Background: an optimization exercise with open tools, aiming at small area. Do not read the settings as production practice. At most, simulation tests tie the RTL to the original design; equivalence was not proved. No functional check of the RTL was part of run 2. Power figures rest on the tool's default switching activity, not on a simulated workload.

==> design/flow/design.v <==
`timescale 1ns/100ps
`default_nettype none
package tdc_readout_pkg;
    localparam int NB_BYTE        = 8;
    localparam int BYTES_PER_WORD = 4;
    localparam int NB_WORD        = NB_BYTE * BYTES_PER_WORD;
    localparam int NB_FINE   = 12;
    localparam int NB_COARSE = NB_WORD - NB_FINE;
    localparam int UART_DATA_BITS  = 8;
    localparam int UART_FRAME_BITS = UART_DATA_BITS + 2;
    typedef struct packed {
        logic [NB_COARSE-1:0] coarse_count;
        logic [NB_FINE-1:0]   fine_code;
    } tdc_meas_t;
    typedef union packed {
        tdc_meas_t                              meas;
        logic [BYTES_PER_WORD-1:0][NB_BYTE-1:0] bytes;
    } tdc_word_u;
endpackage
`default_nettype wire
`timescale 1ns/100ps
`default_nettype none
module tdc_readout_top
#(
    parameter int FIFO_STAGES  = 4,
    parameter int STAGE_DEPTH  = 8,
    parameter int CLKS_PER_BIT = 64,
    parameter int READ_LIMIT   = 1024
) (
    input  wire            clkWizard,
    input  wire            finish_mem_reset,
    input  wire            measure_done,
    input  wire [31:0]     measure_word,
    input  wire            start_writing,
    input  wire            start_reading,
    output logic           led_write_err,
    output logic           led_write_stage,
    output logic           led_read_stage,
    output logic           tx
);
    localparam int DEPTH = FIFO_STAGES * STAGE_DEPTH;    
    localparam int PAIRS = DEPTH / 2;
    localparam int CW    = $clog2(DEPTH + 1);            
    localparam int SW    = $clog2(DEPTH);                
    wire rst = finish_mem_reset;
    logic writing, reading;
    wire  idle = !writing && !reading;
    wire  writing_nx = !rst && (idle ? start_writing : (writing && !start_reading));
    wire  reading_nx = !rst && (reading || (idle ? !start_writing && start_reading
                                                 : (writing && start_reading)));
    always_ff @(posedge clkWizard) begin
        writing <= writing_nx;
        reading <= reading_nx;
    end
    logic [CW-1:0] cnt;
    wire           full = cnt[CW-1];
    logic          can_push;     
    wire           push = measure_done && can_push;
    always_ff @(posedge clkWizard) begin
        if (rst) begin
            led_write_err   <= 1'b0;
            led_write_stage <= 1'b0;
            led_read_stage  <= 1'b0;
        end else begin
            led_write_err   <= measure_done && writing && full;
            led_write_stage <= writing;
            led_read_stage  <= reading;
        end
    end
    logic [2:0] arrived;
    wire        head_valid = arrived[2] && (cnt != '0);
    logic       holding;
    wire        take = reading && head_valid && !holding;
    wire [CW-1:0] cnt_nx = rst  ? '0 :
                           push ? cnt + 1'b1 :
                           take ? cnt - 1'b1 : cnt;
    wire          can_push_nx = writing_nx && !cnt_nx[CW-1];
    always_ff @(posedge clkWizard) begin
        cnt      <= cnt_nx;
        can_push <= can_push_nx;
        if (rst)
            arrived <= '0;
        else
            arrived <= {arrived[1:0], cnt != '0};
    end
    logic          odd;          
    logic          pending;      
    logic          direct;       
    logic          pending_n;    
    logic          direct_n;     
    logic [SW-1:0] shifts;       
    logic          cons_pend;    
    logic          consume;      
    wire align  = reading && (shifts != '0);
    wire rd_go  = (align || cons_pend) && !odd;
    wire shift  = pending || (measure_done && direct) || rd_go;
    wire hold   = pending_n && (!measure_done || direct_n) && !rd_go;
    wire odd_nx     = !rst && !shift && !odd;
    wire pending_nx = !rst && push && (pending || odd);
    wire direct_nx  = can_push_nx && !odd_nx && !pending_nx;
    always_ff @(posedge clkWizard) begin
        odd       <= odd_nx;
        pending   <= pending_nx;
        pending_n <= !pending_nx;
        direct    <= direct_nx;
        direct_n  <= !direct_nx;
        if (rst) begin
            shifts    <= '0;
            cons_pend <= 1'b0;
        end else begin
            if (shift && !cons_pend)
                shifts <= shifts + 1'b1;
            cons_pend <= consume || (cons_pend && odd);
        end
    end
    logic        ph_a, ph_b;
    logic [31:0] dly;
    logic [31:0] pos_e [0:PAIRS-1];
    logic [31:0] pos_o [0:PAIRS-1];
    always_ff @(posedge clkWizard) begin
        if (rst) begin
            ph_a <= 1'b0;
            ph_b <= 1'b0;
        end else begin
            ph_a <= !ph_b;
            ph_b <= ph_a;
        end
    end
    always_ff @(posedge clkWizard) begin
        dly <= measure_word;
    end
    wire [31:0] src_n = ~((dly | {32{pending_n}}) & (measure_word | {32{pending}}));
    wire [31:0] src   = src_n ^ {32{!ph_b}};
    always_ff @(posedge clkWizard) begin
        pos_e[0] <= ~((src | {32{hold}}) & (pos_o[0] | {32{shift}}));
        for (int i = 1; i < PAIRS; i++)
            pos_e[i] <= ~((pos_o[i-1] | {32{hold}}) & (pos_o[i] | {32{shift}}));
        for (int i = 0; i < PAIRS; i++)
            pos_o[i] <= pos_e[i];
    end
    logic [1:0] byte_idx;        
    logic       send;
    logic       busy;
    always_ff @(posedge clkWizard) begin
        if (rst) begin
            holding  <= 1'b0;
            byte_idx <= '0;
            send     <= 1'b0;
        end else begin
            send <= holding && !busy && !send;
            if (take)
                holding <= 1'b1;
            else if (send && byte_idx == 2'd3)
                holding <= 1'b0;
            if (send)
                byte_idx <= byte_idx + 1'b1;
        end
    end
    logic [5:0] tick;
    logic [3:0] bit_idx;
    wire        bit_end = (tick == 6'd63);
    wire [1:0] cur_byte = byte_idx - 1'b1;
    wire       head_bit = pos_o[PAIRS-1][{cur_byte, bit_idx[2:0]}] ^ ph_b;
    logic      pre;
    wire       data_bit = odd ? pre : head_bit;
    always_ff @(posedge clkWizard) begin
        if (!odd)
            pre <= head_bit;
    end
    assign consume = busy && bit_end && (bit_idx == 4'd8) && (cur_byte == 2'd3);
    always_ff @(posedge clkWizard) begin
        if (rst) begin
            busy    <= 1'b0;
            tx      <= 1'b1;
            tick    <= '0;
            bit_idx <= '0;
        end else if (!busy) begin
            if (send) begin
                busy <= 1'b1;
                tx   <= 1'b0;
            end
        end else begin
            tick <= tick + 1'b1;
            if (bit_end) begin
                if (bit_idx == 4'd9) begin
                    busy    <= 1'b0;
                    tx      <= 1'b1;
                    bit_idx <= '0;
                end else begin
                    bit_idx <= bit_idx + 1'b1;
                    tx      <= bit_idx[3] ? 1'b1 : data_bit;
                end
            end
        end
    end
endmodule
`default_nettype wire
==> design/flow/flow/run.sh <==
#!/bin/bash
set -euo pipefail
export BUFFER_PORTS_ARGS="-buffer_cell sky130_fd_sc_hd__buf_1"
export CTS_ARGS="-sink_clustering_enable -repair_clock_nets -sink_clustering_size 22 -sink_clustering_max_diameter 60 -buf_list sky130_fd_sc_hd__clkbuf_8 -dont_use_dummy_load"
bash standard.sh > make.log 2>&1
==> design/flow/standard.sh <==
#!/bin/bash
# synth_recipe.tcl (not shown) runs the flow's synth.tcl, then flattens the netlist and writes it again
# the make line also repeats each setting of config.mk as NAME=value (left out here)
make -C /OpenROAD-flow-scripts/flow DESIGN_CONFIG=/design/flow/config.mk WORK_HOME=/design/flow/orfs CLKGATE_MAP_FILE= SYNTH_SCRIPT=/design/flow/synth_recipe.tcl "${@:-finish}"
==> design/flow/config.mk <==
export PLATFORM = sky130hd
export DESIGN_NAME = tdc_readout_top
export DESIGN_NICKNAME = tdc_readout_top
export VERILOG_FILES = /design/flow/design.v
export SDC_FILE = /design/flow/constraint.sdc
export NUM_CORES = 4
export LEC_CHECK = 0
export CAP_MARGIN = 20
export CORE_MARGIN = 2
export CORE_UTILIZATION = 63
export CTS_BUF_LIST = sky130_fd_sc_hd__clkbuf_8
export CTS_CLUSTER_DIAMETER = 60
export CTS_CLUSTER_SIZE = 22
export SLEW_MARGIN = 20
==> design/flow/constraint.sdc <==
create_clock -name core_clock -period 5.0 [get_ports {clkWizard}]
set_input_delay 1.0000 -clock core_clock [delete_from_list [all_inputs] [get_ports {clkWizard}]]
set_output_delay 1.0000 -clock core_clock [all_outputs]
set_load 0.01 [all_outputs]
==> impl.org, run 1 <==
** STA
- The final critical path takes up 60.95% of the cycle.
- Final setup viols :: 0
- Max Freq :: 0.3282 GHz
- Between clock sinks in the finished design, the worst skew comes to 49.37 ps.
- Min Tclk post-route :: 3047 ps
- Final hold slack :: 313.4 ps
- Setup repair after global routing left no endpoint under its margin.
- Slew HR :: 33.17%
- For the final routed database, the setup TNS stands at 0 ps.
- The worst path meets setup with 1953 ps of slack.
- Count of pins over their slew limit :: 0
- Slew @ Worst Pin :: 1002 ps
- The number of failing hold endpoints at the final stage was 0.

** GRT
- The initial antenna violation count is 0.
- Global routing consumed, over all layers together, 16.59% of the routing resources.
- Global route total overflow :: 0
- Entering global routing, the biggest net connects 165 pins.
- The number of global-route vias before repair came to 13340.
- First-pass GRT wire length :: 63110 um

** Drt
- Metal3 WL :: 1239 um
- DRT Wirelength :: 37770 um
- The detailed router put a total of 19440 um of wire on met1.
- After detailed routing, no signal wire sits above met4.
- Vias per inst :: 5.421
- Across all layers, the routed design uses 13910 vias.
- For this run, the detailed router's first-pass iteration total came to 4.
- The detailed router finished its first iteration with 690 violations.
- Post-route antenna net violation count :: 0
- Met2 Wirelength :: 16100 um
- For this run, design rule violations remaining after detail routing come to 0.
- Average detailed-routed wire length per instance :: 14.72 um

** Power and ir drop
- Share of total power in the clock network :: 16.5%
- Power spent charging and discharging nets :: 4.664 mW
- Share of total power in combinational logic :: 9.9%
- Internal power :: 15.50 mW
- For this design the static power due to leakage is 11.12 nW.
- Max rail drop VDD :: 363.3 uV
- For this design the ratio of total power to cell area is 699.5 mW/mm2.
- Registers are responsible for 73.5% of the overall power.
- Switching power as a share of total power :: 23.13%

** Synth
- Post-synthesis cell count :: 2004
- Sequential cell area fraction in the yosys report :: 79.53%
- Share of flip-flops with an asynchronous set or reset :: 0%
- Dividing the synthesized area by the synthesized cell count gives 13.83 um2.
- Biggest area consumer among synthesized cells :: sky130_fd_sc_hd__dfxtp_1
- Summing the areas of all compound-gate instances in the mapped netlist gives 13.05% of the synthesized area.
- Synthesized-area fraction occupied by xor and xnor cells :: 1.549%
- Synthesis produced a netlist with a net count of 2049.
- Cell types occupying the most area after synthesis :: sky130_fd_sc_hd__dfxtp_1, sky130_fd_sc_hd__o22ai_1, sky130_fd_sc_hd__xnor2_1
- Synth warnings :: 3
- Among all flip-flop cells after synthesis, the most frequent one is sky130_fd_sc_hd__dfxtp_1.
- The number of different library cells used by synthesis comes to 45.
- Simple logic cell fraction of the synthesized area :: 1.946%
- Summed over its instances, the top area cell type makes up 79.53% of the synthesized netlist area.
- Share of synthesized area spent on multiplexers :: 0.6501%
- Main combinational cell family by area after synthesis :: compound AO/OA/AOI/OAI gates
- Yosys mapped a number of flops with a built-in enable equal to 0.
- The synthesized design contains 1101 register bits.
- The mapped netlist covers 0.02771 mm2.
- Post-synthesis adder-cell area fraction :: 0.3612%

** Setup path
- In this run the worst path has a maximum fanout of 58.
- The critical path is of the register to register type.
- Required time at the worst-slack endpoint :: 5530 ps
- Slowest stage delay, CP :: 750 ps
- The slowest stage of the critical path is the sky130_fd_sc_hd__o221a_4 cell.
- STA puts the critical path data arrival time at 3570 ps.
- Capturing element type of the critical path :: register
- Element type at the critical path start :: register
- Walking the worst path, the cells encountered are inv_1 > ha_1 > or4b_1 > a21oi_1 > o221a_4 > buf_4 > o22ai_1.

** Floorplan
- In this run the standard cell core region covers 0.04327 mm2.
- The floorplan has 76 rows.
- The floorplan step set the die width to 213.7 um.
- The die covers 0.04568 mm2.
- Vertical die dimension :: 213.7 um
- Top Ports :: 41
- Starting density of the core :: 64.05%

** Hold path
- In this run the worst hold path is classified as register to register.

** Clocking
- In this run the post-CTS setup repair buffer count came out at 0.
- Clock-pin slew was measured on the worst setup and hold paths at 120 ps.
- The tree is rooted in a sky130_fd_sc_hd__clkbuf_8.
- Hold buffers post-CTS :: 0
- The longest clock path from root to sink contains 3 buffers.
- Clock tree synthesis inserted a total of 57 buffers.
- H-tree levels :: 2
- The number of gates resized after CTS was 0.
- At the later pin of the worst-skew pair, clock insertion delay measures 690 ps.
- Clock tree from TritonCTS :: done
- Sink count of the clock tree :: 1101

** Layout
- Of the cells placed in the final design, the portion with a size suffix greater than 1 is 4.190%.
- At the end of the flow, the number of nets in the layout was 2028.
- Synthesis-to-layout area growth :: 4.014%
- Number of antenna diodes :: 0
- The finished cells cover 0.02883 mm2.

** Place
- Placed Instance Area :: 0.02804 mm2
- At the end of routability-driven placement, the weighted congestion stood at 0.7130.
- Before CTS, the worst setup slack after placement is 1865 ps.
- The HPWL after detailed placement is 21310 um.
- IO buf count :: 40

** Flow run
- Maximum Capacitance Violations :: 0

** Run status
- Outcome :: complete, no violations
[path summary, 6_finish.rpt]
| kind | slack, ps | cells after the start | to | from |
|---|---|---|---|---|
| worst max-delay path | 1950 | 7 | pos_e[8][23]$_DFF_P_ | shifts[0]$_SDFFE_PP0P_ |
| worst min-delay path | 310 | 0 | pos_o[0][5]$_DFF_P_ | pos_e[0][5]$_DFF_P_ |
| worst max register to register | 1950 | 7 | pos_e[8][23]$_DFF_P_ | shifts[0]$_SDFFE_PP0P_ |
| worst min register to register | 310 | 0 | pos_o[0][5]$_DFF_P_ | pos_e[0][5]$_DFF_P_ |
[per-stage QoR]
| step | utilization (%) | power (mW) | std cells |
|---|---|---|---|
| after floorplan | - | 16.27 | 2004 |
| after global placement | 64.81 | 16.80 | 2509 |
| after detailed placement | 64.81 | 17.11 | 2509 |
| after CTS | 66.62 | 20.40 | 2566 |
| after global routing | 66.62 | 21.32 | 2566 |
| final | 66.62 | 20.16 | 2566 |
[synth_stat cells (all sizes together) (4+ instances only)]
cell and count:
nor3 7, o22ai 545, dfxtp 1101, a22oi 4
and2 4, a21oi 14, mux2i 18, nand2 20
xor2 9, buf 61, nand4 7, ha 8
nor2 34, o21ai 6, nor2b 12, inv 10
xnor2 40, clkbuf 75
[layout make-up]
cell class / count / area [um2]
Tap cell: 585 / 732.0
Multi-Input combinational cell: 757 / 4882
Timing Repair Buffer: 56 / 346.6
Inverter: 10 / 37.54
Clock buffer: 57 / 784.5
Fill cell: 3237 / 14440
Sequential cell: 1101 / 22040
[metal layers]
layer | vias up | track usage, %
li1 | 7203 | -
met5 | - | 0
met1 | 6513 | 23.11
met3 | 71 | 3.471
met4 | 0 | 5.484
met2 | 124 | 26.11
[critical path, delay by kind of cell (launching register included)]
| family | cells | cell delay [ps] |
|---|---|---|
| AO/OA/AOI/OAI | 3 | 1280 |
| buffers and inverters | 2 | 620 |
| AND/OR/NAND/NOR | 1 | 430 |
| flip-flops | 1 | 370 |
| adder cells (fa/ha/maj) | 1 | 130 |
[kinds of logic after synthesis]
group	Yosys count
AOI/OAI and AO/OA	577
xor gates and xnor gates	49
adders and majority gates	8
buffers and inverters	146
DFF	1101
muxes	18
and+or+nand+nor	105
[power groups by stage]
stage	registers (mW)	clock network, mW	logic, mW
after detailed placement	15.1	0	2.03
after floorplan	14.5	0	1.80
final	14.8	3.33	2.00
after global placement	14.9	0	1.90
after global routing	15.3	3.79	2.23
after CTS	14.9	3.50	2.03
[sequential cells by signal (all words and copies together), names as in the netlist, 2 cells and up]
signal and count:
pos_e 512, pos_o 512, dly 32, cnt 6
tick 6, shifts 5, bit_idx 4, arrived 3
byte_idx 2
[layout by cell type (no fill, tap or decap), drive strengths merged, types with 2 or more instances in the layout]
master | netlist | layout
a211oi | 2 | 2
ha | 8 | 8
and2 | 4 | 4
nor2 | 34 | 34
nand4 | 7 | 7
nor2b | 12 | 12
o21ai | 6 | 6
clkbuf | 75 | 58
o22ai | 545 | 545
xor2 | 9 | 9
or3 | 3 | 3
nand4b | 2 | 2
mux2i | 18 | 18
nand3 | 3 | 3
inv | 10 | 10
nand2b | 3 | 3
a311oi | 2 | 2
xnor2 | 40 | 40
a22oi | 4 | 4
a21oi | 14 | 14
nor3 | 7 | 7
and3 | 2 | 2
nand2 | 20 | 20
dfxtp | 1101 | 1101
buf | 61 | 55
nor4 | 2 | 2
==> run 2: changes to the inputs <==
--- a/design/flow/design.v
+++ b/design/flow/design.v
@@ -88,7 +88,7 @@
     logic          direct;       
     logic          pending_n;    
     logic          direct_n;     
-    logic [SW-1:0] shifts;       
+    logic [4:0]    shifts;       
     logic          cons_pend;    
     logic          consume;      
     wire align  = reading && (shifts != '0);
@@ -109,7 +109,7 @@
             cons_pend <= 1'b0;
         end else begin
             if (shift && !cons_pend)
-                shifts <= shifts + 1'b1;
+                shifts <= {shifts[3:0], shifts[4] ^ shifts[2] ^ (shifts[3:0] == 4'd0)};
             cons_pend <= consume || (cons_pend && odd);
         end
     end
@@ -158,7 +158,7 @@
     end
     logic [5:0] tick;
     logic [3:0] bit_idx;
-    wire        bit_end = (tick == 6'd63);
+    wire        bit_end = (tick == 6'b100000);
     wire [1:0] cur_byte = byte_idx - 1'b1;
     wire       head_bit = pos_o[PAIRS-1][{cur_byte, bit_idx[2:0]}] ^ ph_b;
     logic      pre;
@@ -180,7 +180,7 @@
                 tx   <= 1'b0;
             end
         end else begin
-            tick <= tick + 1'b1;
+            tick <= {tick[4:0], tick[5] ^ tick[4] ^ (tick[4:0] == 5'd0)};
             if (bit_end) begin
                 if (bit_idx == 4'd9) begin
                     busy    <= 1'b0;
--- a/design/flow/config.mk
+++ b/design/flow/config.mk
@@ -7,7 +7,7 @@
 export LEC_CHECK = 0
 export CAP_MARGIN = 20
 export CORE_MARGIN = 2
-export CORE_UTILIZATION = 63
+export CORE_UTILIZATION = 60
 export CTS_BUF_LIST = sky130_fd_sc_hd__clkbuf_8
 export CTS_CLUSTER_DIAMETER = 60
 export CTS_CLUSTER_SIZE = 22
==> impl.org, run 2 <==
** Drt
- Routed via count :: 14000 (+0.66%)
- Vias per inst :: 5.451 (+0.54%)
- The final routed wirelength across all metal layers is 38460 um (+1.8%).
- DRC violation count after routing :: 0 (unchanged)
- The antenna violation net count after detailed routing was 0 (unchanged).
- The iteration-0 DRC count of the detailed router was 684 (-0.87%).
- The routed wire length per instance was 14.97 um (+1.7%).
- Total iterations of the first detailed-routing run :: 4 (unchanged)

** Synth
- The number of storage elements in the synthesis netlist came to 1101 (unchanged).
- Cell types occupying the most area after synthesis :: sky130_fd_sc_hd__dfxtp_1, sky130_fd_sc_hd__o22ai_1, sky130_fd_sc_hd__xnor2_1
- Share of flip-flops with an asynchronous set or reset :: 0% (unchanged)
- Synth warnings :: 3 (unchanged)
- In the synthesized netlist the dominant register cell turns out to be sky130_fd_sc_hd__dfxtp_1.
- Count of flip-flops with a built-in enable after synthesis :: 0 (unchanged)
- Biggest area consumer among synthesized cells :: sky130_fd_sc_hd__dfxtp_1
- The cell area after synthesis is 0.02779 mm2 (+0.27%).
- Post-synthesis cell count :: 1987 (-0.85%)
- Total nets after synthesis :: 2030 (-0.93%)
- Sequential cell area fraction in the yosys report :: 79.32% (-0.21 points)
- The commonest cells after synthesis are sky130_fd_sc_hd__dfxtp_1, sky130_fd_sc_hd__o22ai_1, sky130_fd_sc_hd__buf_2, sky130_fd_sc_hd__xnor2_1, sky130_fd_sc_hd__buf_4.
- The number of different library cells in the post-synthesis netlist came to 43 (-4.4%).
- The proportion of netlist area held by the largest area contributor came to 79.32% (-0.21 points).
- Most numerous cell in the Yosys netlist :: sky130_fd_sc_hd__dfxtp_1
- The synthesized area divided by synthesized cell count came to 13.98 um2 (+1.1%).

** Setup path
- CP dominant cell by count :: sky130_fd_sc_hd__buf_12
- Slowest stage delay, CP :: 630 ps (-120 ps)
- The signal arrival time at the worst endpoint was 3410 ps (-160 ps).
- STA classifies the critical path startpoint as a register.
- Cell-by-cell trace of the critical path :: or3_1 > o31a_1 > o21bai_2 > and3_4 > buf_12 > buf_12 > o22ai_1
- Slowest stage cell, crit path :: sky130_fd_sc_hd__and3_4
- CP Class :: register to register
- Required time at the worst-slack endpoint :: 5520 ps (about the same)
- Capturing element type of the critical path :: register
- Crit-path max FO :: 85 (+47%)

** Layout
- The area occupied by registers was 0.02204 mm2 (unchanged).
- Leading cell types in the layout, fill and taps excluded :: sky130_fd_sc_hd__dfxtp_1, sky130_fd_sc_hd__o22ai_1, sky130_fd_sc_hd__clkbuf_8, sky130_fd_sc_hd__buf_1, sky130_fd_sc_hd__xnor2_1
- Most common cell after layout, fill and taps aside :: sky130_fd_sc_hd__dfxtp_1
- Final standard cell utilization of the core :: 63.42% (-3.2 points)
- The largest registers in the layout are pos_e: 512 flops, pos_o: 512 flops, dly: 32 flops.
- Footprint of the multi-input gates :: 0.004852 mm2 (-0.62%)
- The number of fill cells is 3528 (+9.0%).
- The number of nets in the layout was 2014 (-0.69%).
- Share of post-route cells with drive strength above 1 :: 4.723% (+0.53 points)
- Synthesis-to-layout area growth :: 4.016% (about the same)
- Number of antenna diodes :: 0 (unchanged)

** STA
- The max-slew violation total from the final report is 0 (unchanged).
- The clock skew after layout was 41.40 ps (-7.966 ps).
- The clock period minus final worst setup slack was 2887 ps (-159.9 ps).
- Max Freq :: 0.3463 GHz (+5.5%)
- The transition time at the pin with the least slew margin is 1031 ps (+29.07 ps).
- Final setup slack of the worst path :: 2113 ps (+159.9 ps)
- Setup Total Neg Slack :: 0 ps (unchanged)
- Final hold violation count :: 0 (unchanged)
- The final count of negative-setup-slack endpoints is 0 (unchanged).
- The worst-case headroom to the max-slew limit is 31.14% (-2.0 points).
- Crit share post-route :: 57.75% (-3.2 points)
- Setup repair after global routing left no endpoint under its margin.

** Clocking
- The maximum clock path buffer count was 3 (unchanged).
- Number of resized instances in the post-cts repair step :: 0 (unchanged)
- The sink count of the clock tree came to 1101 (unchanged).
- The clock-pin slew of the registers on the worst-case setup and hold paths came to 120 ps (about the same).
- The total clock buffers created by CTS came to 57 (unchanged).
- The post-CTS repair timing setup buffer count was 0 (unchanged).
- Cell chosen for the clock root :: sky130_fd_sc_hd__clkbuf_8
- Clock latency (worst-skew pair) :: 690 ps (about the same)
- Hold buffers post-CTS :: 0 (unchanged)
- Clock tree from TritonCTS :: done
- The number of H-tree branching levels was 2 (unchanged).

** Floorplan
- The die footprint is 0.04805 mm2 (+5.2%).
- The I/O pin total is 41 (unchanged).
- Vertical die dimension :: 219.2 um (+2.6%)
- Core footprint :: 0.04558 mm2 (+5.3%)
- The starting utilization of the core area is 60.97% (-3.1 points).
- Die span in x :: 219.2 um (+2.6%)
- Standard-cell rows :: 78 (+2.6%)

** GRT
- The global-route wire length before repair was 64690 um (+2.5%).
- The initial antenna violation count came to 0 (unchanged).
- The maximum number of pins on one net before global-route repair is 121 (-27%).
- Via count of the first global-routing pass :: 13370 (+0.27%)
- Total GRT Usage :: 16.04% (-0.55 points)
- The global-route congestion overflow total came to 0 (unchanged).

** Place
- IO buf count :: 40 (unchanged)
- Pre-CTS setup slack :: 1885 ps (+20.21 ps)
- Dpl hpwl :: 21840 um (+2.5%)
- Routability congestion estimate :: 0.7234 (+1.5%)

** Power and ir drop
- Internal power :: 15.51 mW (about the same)
- The leakage power figure was 11.13 nW (+0.11%).
- The portion of total power attributed to combinational logic was 9.9% (about the same).
- Share of total power in the clock network :: 16.6% (about the same)
- The power density normalized to cell area is 697.8 mW/mm2 (-0.25%).
- The switching power total was 4.657 mW (-0.15%).
- Max rail drop VDD :: 384.0 uV (+5.7%)
- The fraction of power consumed by sequential logic is 73.5% (about the same).
- Switching power as a share of total power :: 23.09% (-0.039 points)

** Flow run
- The number of max-cap violations came to 0 (unchanged).

** Run status
- The flow ran to the end and the layout has no timing, DRC or antenna violations.

** Hold path
- The worst hold path belongs to the class register to register.
run 2: cell count changes after synthesis, moves of 5 or more:
cell / previous run / this run
sky130_fd_sc_hd__buf_6: 8 / 24
sky130_fd_sc_hd__clkbuf_1: 73 / 29
sky130_fd_sc_hd__buf_4: 45 / 30
sky130_fd_sc_hd__nor2_1: 34 / 29
sky130_fd_sc_hd__buf_2: 7 / 53
sky130_fd_sc_hd__xor2_1: 9 / 3
run 2: final cells by class:
| type | count | share of cell area (%) |
|---|---|---|
| flip-flops and latches | 1101 | 76.26 |
| inverters | 9 | 0.1169 |
| repair buffers | 62 | 1.524 |
| clock buffers | 57 | 2.714 |
| multi-input cells | 740 | 16.79 |
| well taps | 600 | 2.597 |
run 2: worst max-delay path: cells and delay by family (launching register included):
kind                   cells  cell delay, ps
DFF                        1             340
and+or+nand+nor            2            1050
buffers and inverters      2             660
AOI/OAI and AO/OA          3             610
run 2: path summary, 6_finish.rpt:
kind,start,end,slack [ps],depth (start not counted)
worst max register to register,shifts[3]$_SDFFE_PP0P_,pos_e[0][17]$_DFF_P_,2110,7
worst max-delay path,shifts[3]$_SDFFE_PP0P_,pos_e[0][17]$_DFF_P_,2110,7
worst min register to register,pos_e[15][23]$_DFF_P_,pos_o[15][23]$_DFF_P_,300,0
worst min-delay path,pos_e[15][23]$_DFF_P_,pos_o[15][23]$_DFF_P_,300,0
run 2: power by group through the flow:
stage	combinational (mW)	sequential, mW	clock, mW
after CTS	2.03	14.9	3.52
final	2.00	14.8	3.35
after floorplan	1.80	14.5	0
after global routing	2.21	15.3	3.82
after global placement	1.91	14.9	0
after detailed placement	2.02	15.1	0
run 2: logic make-up (layout without fill, tap and decap cells):
logic type               Yosys count  after routing  share of synthesized area, %
XOR/XNOR                          42             42                         1.324
AO/OA/AOI/OAI                    575            575                         13.02
buffers and inverters            146            128                         3.264
multiplexers                      27             27                         1.166
flip-flops                      1101           1101                         79.32
adder cells (fa/ha/maj)            6              6                        0.2702
AND/OR/NAND/NOR                   90             90                         1.634
run 2: per-stage QoR:
step	cells	power, mW	hold WS [ps]	area (um2)
2_1_floorplan	1987	16.26	309.6	27790
3_3_place_gp	2511	16.82	309.5	28100
5_1_grt	2569	21.37	313.7	28900
3_5_place_dp	2511	17.10	312.1	28100
4_1_cts	2568	20.40	307.0	28880
6_report	2569	20.17	301.6	28900
run 2: layer usage:
metal	part of all wire, %	vias to the layer above	track usage [%]	routed length, um
met5	0	-	0	0
met4	2.2	0	5.405	861
met3	2.8	67	2.786	1081
met2	42	112	25.00	16230
met1	53	6646	22.78	20280
li1	-	7178	-	-
==> run 3: changes to the inputs <==
--- a/design/flow/design.v
+++ b/design/flow/design.v
@@ -88,7 +88,7 @@
     logic          direct;       
     logic          pending_n;    
     logic          direct_n;     
-    logic [4:0]    shifts;       
+    logic [SW-1:0] shifts;       
     logic          cons_pend;    
     logic          consume;      
     wire align  = reading && (shifts != '0);
@@ -109,7 +109,7 @@
             cons_pend <= 1'b0;
         end else begin
             if (shift && !cons_pend)
-                shifts <= {shifts[3:0], shifts[4] ^ shifts[2] ^ (shifts[3:0] == 4'd0)};
+                shifts <= shifts + 1'b1;
             cons_pend <= consume || (cons_pend && odd);
         end
     end
@@ -158,7 +158,7 @@
     end
     logic [5:0] tick;
     logic [3:0] bit_idx;
-    wire        bit_end = (tick == 6'b100000);
+    wire        bit_end = (tick == 6'd63);
     wire [1:0] cur_byte = byte_idx - 1'b1;
     wire       head_bit = pos_o[PAIRS-1][{cur_byte, bit_idx[2:0]}] ^ ph_b;
     logic      pre;
@@ -180,7 +180,7 @@
                 tx   <= 1'b0;
             end
         end else begin
-            tick <= {tick[4:0], tick[5] ^ tick[4] ^ (tick[4:0] == 5'd0)};
+            tick <= tick + 1'b1;
             if (bit_end) begin
                 if (bit_idx == 4'd9) begin
                     busy    <= 1'b0;
==> design/flow/flow/run.sh (replaced) <==
#!/bin/bash
set -euo pipefail
export BUFFER_PORTS_ARGS="-buffer_cell sky130_fd_sc_hd__buf_1"
export CTS_ARGS="-sink_clustering_enable -repair_clock_nets -sink_clustering_size 22 -sink_clustering_max_diameter 60 -buf_list {sky130_fd_sc_hd__clkbuf_4 sky130_fd_sc_hd__clkbuf_8} -dont_use_dummy_load"
bash standard.sh > make.log 2>&1
==> impl.org, run 3 <==
** STA
- The clock skew after layout is 53.90 ps (+12.50 ps).
- Final setup viols :: 0 (unchanged)
- RSZ-0062 raised after global routing :: no
- Max Freq :: 0.3347 GHz (-3.4%)
- The minimum hold slack was 318.4 ps (+16.73 ps).
- Count of pins over their slew limit :: 0 (unchanged)
- Final hold violation count :: 0 (unchanged)
- Crit share post-route :: 59.76% (+2.0 points)
- Setup Total Neg Slack :: 0 ps (unchanged)
- The transition time at the pin with the least slew margin came to 1039 ps (+7.765 ps).
- The worst-case headroom to the max-slew limit was 30.72% (-0.42 points).
- Min Tclk post-route :: 2988 ps (+100.5 ps)

** Synth
- Most numerous cell in the Yosys netlist :: sky130_fd_sc_hd__dfxtp_1
- Simple logic cell fraction of the synthesized area :: 1.946% (+0.31 points)
- Post-synthesis cell count :: 2004 (+0.86%)
- The number of different library cells in the post-synthesis netlist came to 45 (+4.7%).
- Sequential cell area fraction in the yosys report :: 79.53% (+0.21 points)
- The multiplexer share of the synthesized area came to 0.6501% (-0.52 points).
- The number of storage elements in the synthesis netlist was 1101 (unchanged).
- Counting instances in the post-synthesis netlist gives the leading cell types as sky130_fd_sc_hd__dfxtp_1, sky130_fd_sc_hd__o22ai_1, sky130_fd_sc_hd__clkbuf_1, sky130_fd_sc_hd__buf_4, sky130_fd_sc_hd__xnor2_1.
- The complex-gate fraction of the synthesized area came to 13.05% (+0.031 points).
- By area, the combinational part of the netlist is dominated by compound AO/OA/AOI/OAI gates.
- The cell area after synthesis is 0.02771 mm2 (-0.27%).
- The proportion of netlist area held by the largest area contributor was 79.53% (+0.21 points).
- The xor/xnor cell area share of the yosys netlist was 1.549% (+0.22 points).
- Sorting the synthesized cells by area gives the leading types as sky130_fd_sc_hd__dfxtp_1, sky130_fd_sc_hd__o22ai_1, sky130_fd_sc_hd__xnor2_1.
- The number of enable flip-flop cells after synthesis is 0 (unchanged).
- Total nets after synthesis :: 2049 (+0.94%)
- Top flip-flop cell by instance count after synthesis :: sky130_fd_sc_hd__dfxtp_1
- Post-synthesis adder-cell area fraction :: 0.3612% (+0.091 points)
- The synthesized area divided by synthesized cell count came to 13.83 um2 (-1.1%).
- The biggest area contributor in the post-synthesis netlist is sky130_fd_sc_hd__dfxtp_1.
- The total of warnings raised by yosys was 3 (unchanged).
- Share of flip-flops with an asynchronous set or reset :: 0% (unchanged)

** Layout
- Final nets :: 2032 (+0.89%)
- Synthesis-to-layout area growth :: 4.235%
- Share of post-route cells with drive strength above 1 :: 4.383% (-0.34 points)
- Leaving out fill and tap cells, the most frequent cell in the layout is sky130_fd_sc_hd__dfxtp_1.
- Registers with the most flip-flops :: pos_e: 512 flops, pos_o: 512 flops, dly: 32 flops
- Leading cell types in the layout, fill and taps excluded :: sky130_fd_sc_hd__dfxtp_1, sky130_fd_sc_hd__o22ai_1, sky130_fd_sc_hd__clkbuf_8, sky130_fd_sc_hd__xnor2_1, sky130_fd_sc_hd__buf_1
- The diode insertion count for antenna repair is 0 (unchanged).

** Power and ir drop
- The power density normalized to cell area came to 698.5 mW/mm2 (+0.10%).
- Share of total power in combinational logic :: 10.0% (about the same)
- The internal cell power was 15.50 mW (about the same).
- Max rail drop VDD :: 307.5 uV (-20%)
- Sequential cell fraction of total power :: 73.5% (about the same)
- The part of the power in the clock network came to 16.6% (about the same).
- Power spent charging and discharging nets :: 4.672 mW (+0.30%)
- Switching power as a share of total power :: 23.15% (+0.060 points)
- Cell leakage power :: 11.14 nW (about the same)

** Setup path
- The data required time at the worst endpoint came to 5540 ps (+20 ps).
- The number of buffers and inverters on the critical path came to 2 (unchanged).
- In this run the worst setup path begins at shifts[0]$_SDFFE_PP0P_.
- The longest individual stage delay on the worst path was 870 ps (+240 ps).
- On the critical path the largest part of the delay comes from compound AO/OA/AOI/OAI gates.
- Arrival time of data at the critical path endpoint :: 3520 ps (+110 ps)
- CP Class :: register to register
- Cell-by-cell trace of the critical path :: inv_1 > ha_1 > or4b_1 > a21oi_1 > o221a_4 > buf_12 > o22ai_1
- Capturing element type of the critical path :: register
- Crit-path max FO :: 92 (+8.2%)
- Element type at the critical path start :: register
- Slowest stage cell, crit path :: sky130_fd_sc_hd__o221a_4
- Launch point of the worst reg-to-reg path :: shifts[0]$_SDFFE_PP0P_

** Floorplan
- Die span in x :: 218.9 um (-0.13%)
- The vertical extent of the die came to 218.9 um (-0.13%).
- Top Ports :: 41 (unchanged)
- Core footprint :: 0.04548 mm2 (-0.21%)
- Die footprint :: 0.04792 mm2 (-0.26%)
- The starting utilization of the core area came to 60.94% (about the same).
- The number of cell rows is 78 (unchanged).

** Clocking
- H-tree levels :: 2 (unchanged)
- The total clock buffers created by CTS is 57 (unchanged).
- The number of hold buffers added after cts is 0 (unchanged).
- The number of cells upsized or downsized after cts came to 0 (unchanged).
- The clock-pin slew of the registers on the worst-case setup and hold paths is 120 ps (about the same).
- The sink count of the clock tree came to 1101 (unchanged).
- Clock tree from TritonCTS :: done
- The tree is rooted in a sky130_fd_sc_hd__clkbuf_8.
- Post-CTS setup-driven buffer insertion count :: 0 (unchanged)
- Clock latency (worst-skew pair) :: 680 ps (about the same)
- CTS max path bufs :: 3 (unchanged)

** Drt
- Average detailed-routed wire length per instance :: 14.89 um (-0.50%)
- The antenna violation net count after detailed routing was 0 (unchanged).
- Vias per inst :: 5.402 (-0.89%)
- Total iterations of the first detailed-routing run :: 4 (unchanged)
- Initial DRC Count :: 939 (+37%)
- The count of vias placed by the detailed router was 13970 (-0.27%).
- DRT Wirelength :: 38500 um (+0.12%)
- DRC violation count after routing :: 0 (unchanged)

** GRT
- Largest net degree at the start of global routing :: 197 (+63%)
- The global-route congestion overflow total was 0 (unchanged).
- The global-route wire length before repair was 64470 um (-0.34%).
- The number of global-route vias before repair was 13570 (+1.5%).
- The initial antenna violation count came to 0 (unchanged).
- Total GRT Usage :: 16.03% (about the same)

** Run status
- Outcome :: complete, no violations

** Flow run
- Maximum Capacitance Violations :: 0 (unchanged)

** Place
- Routability congestion estimate :: 0.6867 (-5.1%)
- The count of input and output buffers was 40 (unchanged).
- Dpl hpwl :: 21620 um (-1.0%)

** Hold path
- In this run the most critical hold path is launched from pos_e[15][9]$_DFF_P_.
- Hold Crit Class :: register to register
## run 3: cell count changes in the layout (fill, tap and decap cells not counted), moves of 3 or more
cell,before,now
sky130_fd_sc_hd__xor2_1,3,9
sky130_fd_sc_hd__nor2_1,29,34
sky130_fd_sc_hd__mux4_2,4,0
sky130_fd_sc_hd__nand2_1,16,20
sky130_fd_sc_hd__nand4_1,3,7
sky130_fd_sc_hd__a21oi_1,11,14
sky130_fd_sc_hd__buf_12,10,7
sky130_fd_sc_hd__mux2_2,3,0
## run 3: path summary, 6_finish.rpt
| check | end | slack, ps | cells after the start |
|---|---|---|---|
| max | pos_e[10][18]$_DFF_P_ | 2010 | 7 |
| min | pos_o[15][9]$_DFF_P_ | 320 | 0 |
| max reg2reg | pos_e[10][18]$_DFF_P_ | 2010 | 7 |
| min reg2reg | pos_o[15][9]$_DFF_P_ | 320 | 0 |
## run 3: through the flow
step / total power [mW] / std cells / setup WS [ps] / cell area [um2] / util, %
2_1_floorplan: 16.27 / 2004 / 2138 / 27710 / -
3_3_place_gp: 16.83 / 2528 / 1882 / 28100 / 61.79
3_5_place_dp: 17.12 / 2528 / 1867 / 28100 / 61.79
4_1_cts: 20.41 / 2585 / 1956 / 28890 / 63.52
5_1_grt: 21.37 / 2585 / 1688 / 28890 / 63.52
6_report: 20.18 / 2585 / 2012 / 28890 / 63.52
## run 3: cell type report
cell class	count	area, um2
clock buffers	57	784.5
fillers	3552	16590
inverters	10	37.54
multi-input cells	757	4882
flip-flops and latches	1101	22040
well taps	600	750.7
repair buffers	60	389.1
## run 3: logic make-up (layout without fill, tap and decap cells)
kind of cell,after synthesis,in the layout
compound gates,577,577
fa+ha+maj,8,8
buf+inv,146,127
xor+xnor,49,49
flops,1101,1101
simple gates,105,105
mux,18,18
## run 3: per-layer routing
layer	track usage (%)	wire, um	share of wire, %
met1	22.52	19990	52
met2	25.38	16730	43
met3	2.827	1072	2.8
met4	5.180	715	1.9
met5	0	0	0
## run 3: power groups by stage
stage	logic [mW]	clock network (mW)	registers (mW)
4_1_cts	2.04	3.51	14.9
2_1_floorplan	1.80	0	14.5
5_1_grt	2.23	3.81	15.3
3_5_place_dp	2.04	0	15.1
6_report	2.01	3.34	14.8
3_3_place_gp	1.92	0	14.9

[what the ideal ports hide]
How much do the figures lean on ideal ports? The routed layouts below were timed once more, with nothing changed but the port constraints. Step 1 sets driving cells, clkbuf_16 on the clock port and buf_2 on the other inputs (assumed; they add their load-dependent delay and slew). Step 2 moves the port delays by t, midway between the first and last clock arrival at a register: inputs arrive t later, outputs are due t later. That takes back most of the time a late clock gives input paths. a / b / c = no drivers / after step 1 / after step 2; a / b = the first two.
run | t (ns) | slack for setup (ns) | clock arrival spread, ns | slew at the worst register clock pin (ns)
run 1 | 0.711 | 1.953 / 1.953 / 1.852 | 0.064 / 0.064 | 0.12 / 0.12
run 2 | 0.717 | 2.113 / 2.113 / 1.859 | 0.060 / 0.061 | 0.13 / 0.13
run 3 | 0.709 | 2.012 / 2.012 / 1.890 | 0.055 / 0.055 | 0.12 / 0.12
After both steps setup and hold are still met in every run listed. The setup slack of run 2, which loses most, moves by 0.000 ns with the drivers and by -0.254 ns with both steps.
